Source: an optimization exercise on an open RTL-to-GDS flow (aim: small area). Production flows keep margins and buffers that such runs may drop.
Only simulation tests tie the RTL to the original design; equivalence was not proved.
Power figures rest on the tool's default switching activity, not on a simulated workload.

Setup of run 1:
## control_core
module control_core #(
  parameter int          NUM_REGS = 16,
  parameter logic [31:0] RESET_PC = 32'h0000_0000
) (
  input  logic        clock,
  input  logic        reset,
  output logic        fetch_req_valid,
  input  logic        fetch_req_ready,
  output logic [31:0] fetch_req_pc,
  output logic        fetch_req_epoch,
  input  logic        iss_valid,
  output logic        iss_ready,
  input  logic        iss_epoch,
  input  logic [4:0]  iss_rs1,
  input  logic [4:0]  iss_rs2,
  input  logic [4:0]  iss_rd,
  output logic [31:0] iss_rs1_data,
  output logic [31:0] iss_rs2_data,
  input  logic        wb_valid,
  input  logic [4:0]  wb_rd,
  input  logic [31:0] wb_data,
  input  logic        redir_valid,
  input  logic [31:0] redir_pc,
  output logic        err_reg,
  output logic        err_align
);
  logic [31:2] pc_q;
  logic        epoch_q, err_reg_q, err_align_q;
  logic [15:1] busy_q;
  logic [31:0] regs_q [1:15];
  logic [15:1] sel1, sel2, selrd, selwb;
  always_comb begin
    for (int i = 1; i < 16; i++) begin
      sel1[i]  = (iss_rs1 == 5'(i));
      sel2[i]  = (iss_rs2 == 5'(i));
  ...
Settings: LEC_CHECK=0, CAP_MARGIN=20, CORE_MARGIN=2, CORE_UTILIZATION=60, CTS_BUF_LIST=sky130_fd_sc_hd__clkbuf_4, SLEW_MARGIN=20; clock period 6.5 ns.
run.sh (not shown) runs the stock make flow with config.mk's settings and CLKGATE_MAP_FILE= SYNTH_SCRIPT=/design/flow/synth_recipe.tcl, a recipe that flattens the netlist after the stock synthesis.
Input changes introduced in run 2 (baseline for comparison: run 1):
Settings: removing CTS_BUF_LIST (formerly sky130_fd_sc_hd__clkbuf_4); changing CORE_UTILIZATION from 60 to 40.
[summary]
Synthesis-to-layout area growth, run 1 and run 2: lower on run 1. met3 track demand over resource in global routing came out lower on run 2 than on run 1. Cell area: run 2 > run 1. From run 1 to run 2, clock sink count did not move at all. Run 2: clock network fraction of total power 2.1 points above run 1. Of run 1 and run 2, the lower initial antenna violation count belongs to run 2. Higher sequential share of layout area goes to run 1 over run 2. The faster design of the two is run 2; run 1 tops out lower. Core utilization: run 2 < run 1. Relative to run 1, number of placed instances, taps included has increased by 252 in run 2.
The following lists how run 3 was set up differently from run 2:
Settings: CORE_UTILIZATION: 40 -> 60; SLEW_MARGIN: 20 -> 0; CAP_MARGIN: 20 -> 0; CTS_BUF_LIST: unset -> sky130_fd_sc_hd__clkbuf_2.
==> run summary <==
Diff run 2 -> run 3 | multi-input gate share of the layout cell area | increase of 0.70 points. Detailed route wirelength on metal2 (lower): run 3. The overall die width in run 3 was lower than what run 2 gave. Comparing run 2 against run 3, there is no change at all in count of cell types in the netlist. In the metrics for run 2 and run 3, the one carrying the lower met2 usage is run 2. For the well tap count, run 3 came in 245 lower than run 2 did. [run 3] routed wire length fell 4300 µm relative to run 2. Compared to run 2, run 3 has combinational cell fraction of total power 0.7 points higher. Sequential share of layout area: run 3 > run 2.

========
The RTL this note starts from:
==> flow/design.v <==
module control_core #(
  parameter int          NUM_REGS = 16,
  parameter logic [31:0] RESET_PC = 32'h0000_0000
) (
  input  logic        clock,
  input  logic        reset,
  output logic        fetch_req_valid,
  input  logic        fetch_req_ready,
  output logic [31:0] fetch_req_pc,
  output logic        fetch_req_epoch,
  input  logic        iss_valid,
  output logic        iss_ready,
  input  logic        iss_epoch,
  input  logic [4:0]  iss_rs1,
  input  logic [4:0]  iss_rs2,
  input  logic [4:0]  iss_rd,
  output logic [31:0] iss_rs1_data,
  output logic [31:0] iss_rs2_data,
  input  logic        wb_valid,
  input  logic [4:0]  wb_rd,
  input  logic [31:0] wb_data,
  input  logic        redir_valid,
  input  logic [31:0] redir_pc,
  output logic        err_reg,
  output logic        err_align
);
  logic [31:2] pc_q;
  logic        epoch_q, err_reg_q, err_align_q;
  logic [15:1] busy_q;
  logic [15:1] wen, valid_q;
  logic [31:0] regs_q [1:15];
  logic [15:1] sel1, sel2, selrd, selwb;
  always_comb begin
    for (int i = 1; i < 16; i++) begin
      sel1[i]  = (iss_rs1 == 5'(i));
      sel2[i]  = (iss_rs2 == 5'(i));
      selrd[i] = (iss_rd  == 5'(i));
      selwb[i] = (wb_rd   == 5'(i));
    end
  end
  logic [15:1] rsel1, rsel2;
  assign rsel1 = sel1 & valid_q;
  assign rsel2 = sel2 & valid_q;
  for (genvar b = 0; b < 32; b++) begin : g_rd
    logic [15:1] col;
    for (genvar i = 1; i < 16; i++) begin : g_col
      assign col[i] = regs_q[i][b];
    end
    control_core_rdbit u_rd1 (.d(col), .s(rsel1), .y(iss_rs1_data[b]));
    control_core_rdbit u_rd2 (.d(col), .s(rsel2), .y(iss_rs2_data[b]));
  end
  logic hazard, stale, accept, oor_iss, redir_ok;
  assign hazard   = |((sel1 | sel2 | selrd) & busy_q);
  assign stale    = (iss_epoch != epoch_q);
  assign iss_ready = stale | ~hazard;
  assign accept   = iss_valid & ~stale & ~hazard;
  assign oor_iss  = iss_rs1[4] | iss_rs2[4] | iss_rd[4];
  assign redir_ok = redir_valid & (redir_pc[1:0] == 2'b00);
  assign fetch_req_valid = reset;
  assign fetch_req_pc    = {pc_q, 2'b00};
  assign fetch_req_epoch = epoch_q;
  assign err_reg         = err_reg_q;
  assign err_align       = err_align_q;
  assign wen = selwb & {15{wb_valid}};
  always_ff @(posedge clock) begin
    for (int i = 1; i < 16; i++)
      if (wen[i]) regs_q[i] <= wb_data;
  end
  always_ff @(posedge clock) valid_q <= {15{reset}} & (valid_q | wen);
  logic [31:2]  pc_inc;
  logic [17:2]  pc_cl;
  logic [32:17] pc_ch;
  logic         pc_sel_redir, pc_sel_step;
  always_comb begin
    pc_cl[2] = fetch_req_ready;
    for (int i = 2; i < 17; i++) begin
      pc_inc[i]  = pc_q[i] ^ pc_cl[i];
      pc_cl[i+1] = pc_cl[i] & pc_q[i];
    end
    pc_ch[17] = 1'b1;
    for (int i = 17; i < 32; i++) begin
      pc_inc[i]  = pc_q[i] ^ (pc_ch[i] & pc_cl[17]);
      pc_ch[i+1] = pc_ch[i] & pc_q[i];
    end
  end
  assign pc_sel_redir = reset & redir_ok;
  assign pc_sel_step  = reset & ~redir_ok;
  always_ff @(posedge clock)
    pc_q <= (redir_pc[31:2] & {30{pc_sel_redir}}) | (pc_inc & {30{pc_sel_step}});
  always_ff @(posedge clock) begin
    if (!reset) begin
      epoch_q     <= 1'b0;
      err_reg_q   <= 1'b0;
      err_align_q <= 1'b0;
      busy_q      <= '0;
    end else begin
      if (redir_ok) epoch_q <= ~epoch_q;
      if (redir_valid & ~redir_ok) err_align_q <= 1'b1;
      if ((wb_valid & wb_rd[4]) | (accept & oor_iss)) err_reg_q <= 1'b1;
      busy_q <= (busy_q & ~(selwb & {15{wb_valid}})) | (selrd & {15{accept}});
    end
  end
endmodule
module control_core_rdbit (
  input  logic [15:1] d,
  input  logic [15:1] s,
  output logic        y
);
  logic [4:0] g_n;
  for (genvar k = 0; k < 5; k++) begin : g_grp
    control_core_aoi3 u_aoi (.d(d[3*k+3:3*k+1]), .s(s[3*k+3:3*k+1]), .y_n(g_n[k]));
  end
  assign y = ~&g_n;
endmodule
module control_core_aoi3 (
  input  logic [2:0] d,
  input  logic [2:0] s,
  output logic       y_n
);
  assign y_n = ~|(d & s);
endmodule
==> flow/config.mk <==
export PLATFORM = sky130hd
export DESIGN_NAME = control_core
export DESIGN_NICKNAME = control_core
export VERILOG_FILES = /design/flow/design.v
export SDC_FILE = /design/flow/constraint.sdc
export NUM_CORES = 4
export LEC_CHECK = 0
export CAP_MARGIN = 20
export CORE_MARGIN = 2
export CORE_UTILIZATION = 70
export SLEW_MARGIN = 20
export SYNTH_HIERARCHICAL = 1
export POST_FLOORPLAN_TCL = /design/flow/flow/downsize.tcl
export BUFFER_PORTS_ARGS = -buffer_cell sky130_fd_sc_hd__buf_1
export CTS_ARGS = -sink_clustering_enable -repair_clock_nets -dont_use_dummy_load -buf_list sky130_fd_sc_hd__clkbuf_8 -sink_clustering_size 15 -sink_clustering_max_diameter 100
==> flow/constraint.sdc <==
create_clock -name core_clock -period 6.5 [get_ports {clock}]
set_input_delay 1.3000 -clock core_clock [delete_from_list [all_inputs] [get_ports {clock}]]
set_output_delay 1.3000 -clock core_clock [all_outputs]
set_load 0.01 [all_outputs]
standard.sh (not shown) runs the stock make flow with config.mk's settings and CLKGATE_MAP_FILE= SYNTH_SCRIPT=/design/flow/synth_recipe.tcl, a recipe that flattens the netlist after the stock synthesis.
==> flow/flow/run.sh <==
#!/bin/bash
# The standard ORFS layout (the standard.sh, unchanged synthesis), with three changes:
#  - after floorplanning, flow/downsize.tcl swaps each combinational gate to the smallest
#    cell of its family, so placement's repair sizes the drivers it needs from the bottom up;
#  - ports are buffered with the smallest buffer (buf_1) instead of clkdlybuf4s50_1;
#  - clock tree synthesis uses clkbuf_8 leaf clusters of up to 15 sinks and no dummy loads.
# ORFS writes each step's full log under orfs/logs/; make's own output goes to standard.log.
set -euo pipefail
cat >> config.mk <<EOF
export POST_FLOORPLAN_TCL = $PWD/flow/downsize.tcl
export BUFFER_PORTS_ARGS = -buffer_cell sky130_fd_sc_hd__buf_1
export CTS_ARGS = -sink_clustering_enable -repair_clock_nets -dont_use_dummy_load -buf_list sky130_fd_sc_hd__clkbuf_8 -sink_clustering_size 15 -sink_clustering_max_diameter 100
EOF
bash standard.sh > standard.log 2>&1
==> flow/flow/downsize.tcl <==
# Swap every combinational gate (not flip-flops, clock cells, tie cells or buffers) to the
# smallest-area cell of its family, so that later repair sizes drivers from the bottom up.
set lib_cells {}
foreach lc [get_lib_cells sky130_fd_sc_hd__*] { lappend lib_cells [get_name $lc] }
array set best {}
foreach n $lib_cells {
  if {![regexp {^(sky130_fd_sc_hd__[a-z0-9]+)_([0-9]+)$} $n -> base sz]} continue
  set m [[ord::get_db] findMaster $n]
  if {$m eq "NULL"} continue
  set a [expr {[$m getWidth] * [$m getHeight]}]
  if {![info exists best($base)] || $a < [lindex $best($base) 1]} { set best($base) [list $n $a] }
}
set swapped 0
foreach inst [[ord::get_db_block] getInsts] {
  set n [[$inst getMaster] getName]
  if {![regexp {^(sky130_fd_sc_hd__[a-z0-9]+)_([0-9]+)$} $n -> base sz]} continue
  if {[regexp {df|dl|edf|sdf|clk|conb|buf|tap|fill|decap|diode|inv} $base]} continue
  if {![info exists best($base)]} continue
  set b [lindex $best($base) 0]
  if {$b eq $n} continue
  if {[catch {replace_cell [$inst getName] $b} err]} { puts "skip [$inst getName]: $err"; continue }
  incr swapped
}
puts "downsize: swapped $swapped cells"
The first run went through all stages and came out clean.
Edit:
--- a/flow/flow/run.sh
+++ b/flow/flow/run.sh
@@ -1,5 +1,8 @@
 #!/bin/bash
-# The standard ORFS layout (the standard.sh, unchanged synthesis), with three changes:
+# The standard ORFS layout (the standard.sh, unchanged synthesis), with four changes:
 #  - after floorplanning, flow/downsize.tcl swaps each combinational gate to the smallest
 #    cell of its family, so placement's repair sizes the drivers it needs from the bottom up;
+#  - after placement's repair, flow/smart_downsize.tcl tries smaller drive strengths again,
+#    keeping one only if it adds no max-slew or max-capacitance violation and setup slack
+#    stays above 0.4 ns;
 #  - ports are buffered with the smallest buffer (buf_1) instead of clkdlybuf4s50_1;
@@ -10,2 +13,3 @@
 export POST_FLOORPLAN_TCL = $PWD/flow/downsize.tcl
+export POST_RESIZE_TCL = $PWD/flow/smart_downsize.tcl
 export BUFFER_PORTS_ARGS = -buffer_cell sky130_fd_sc_hd__buf_1
==> flow/flow/smart_downsize.tcl (new file) <==
# After placement repair: try each combinational gate at smaller drive strengths of the same
# family, keeping a smaller cell only when it adds no max-slew or max-capacitance violation
# and the worst setup slack stays above a margin.
estimate_parasitics -placement
set margin 0.4e-9
set masters {}
array set fam {}
foreach lc [get_lib_cells sky130_fd_sc_hd__*] {
  set n [get_name $lc]
  if {![regexp {^(sky130_fd_sc_hd__[a-z0-9]+)_([0-9]+)$} $n -> base sz]} continue
  set m [[ord::get_db] findMaster $n]
  if {$m eq "NULL"} continue
  lappend fam($base) [list $n [expr {[$m getWidth] * [$m getHeight]}]]
}
proc viols {} { return [expr {[sta::max_slew_violation_count] + [sta::max_capacitance_violation_count]}] }
set v0 [viols]
set s0 [sta::worst_slack_cmd max]
puts "smart_downsize: start violations $v0 slack $s0"
set kept 0
foreach inst [[ord::get_db_block] getInsts] {
  if {[$inst isFixed]} continue
  set n [[$inst getMaster] getName]
  if {![regexp {^(sky130_fd_sc_hd__[a-z0-9]+)_([0-9]+)$} $n -> base sz]} continue
  if {[regexp {df|dl|edf|sdf|clk|conb|tap|fill|decap|diode} $base]} continue
  if {![info exists fam($base)]} continue
  set cur_area 0
  foreach e $fam($base) { if {[lindex $e 0] eq $n} { set cur_area [lindex $e 1] } }
  set cands [lsort -real -index 1 $fam($base)]
  set iname [$inst getName]
  foreach e $cands {
    if {[lindex $e 1] >= $cur_area} break
    if {[catch {replace_cell $iname [lindex $e 0]}]} continue
    if {[viols] > $v0 || [sta::worst_slack_cmd max] < $margin} {
      replace_cell $iname $n
    } else {
      incr kept
      break
    }
  }
}
puts "smart_downsize: downsized $kept cells, violations [viols] slack [sta::worst_slack_cmd max]"
--- a/flow/config.mk
+++ b/flow/config.mk
@@ -13,2 +13,3 @@
 export POST_FLOORPLAN_TCL = /design/flow/flow/downsize.tcl
+export POST_RESIZE_TCL = /design/flow/flow/smart_downsize.tcl
 export BUFFER_PORTS_ARGS = -buffer_cell sky130_fd_sc_hd__buf_1
The changed run produced a clean layout.
Power hardly moves.
Worst setup slack degrades by 0.53 ns.
Count of clock-buffer cells in the layout is unchanged.
Final area drops by 1.2%.
Hold slack barely changes.
Synthesized cell count stays the same.

[separate check: timing with driven ports]
No port has a modelled driver above. Below, the same layouts with a new extraction and two added sets of constraints. Step 1, drivers: a clkbuf_16 drives clock and a buf_2 each remaining input, both assumed. Step 2 also shifts input and output timing later by t, the mid clock arrival at the registers, as if the neighbouring blocks saw the same clock. Three values: ideal ports, drivers, drivers and shift; two values: the first two.
| run | t (ns) | slack for setup (ns) | worst setup path at the end |
|---|---|---|---|
| run 1 | 0.887 | 0.729 / 0.697 / 0.697 | input to output |
| run 2 | 0.657 | 0.768 / 0.747 / 0.747 | input to output |
| run 3 | 1.164 | 0.715 / 0.689 / 0.689 | input to output |
| the first run of note 2 | 0.611 | 1.094 / 1.067 / 1.067 | input to output |
| the second run of note 2 | 0.621 | 0.560 / 0.534 / 0.534 | input to output |
After both steps setup and hold are still met in every run listed. The setup slack of run 1, which loses most, moves by -0.032 ns with the drivers and by -0.032 ns with both steps.
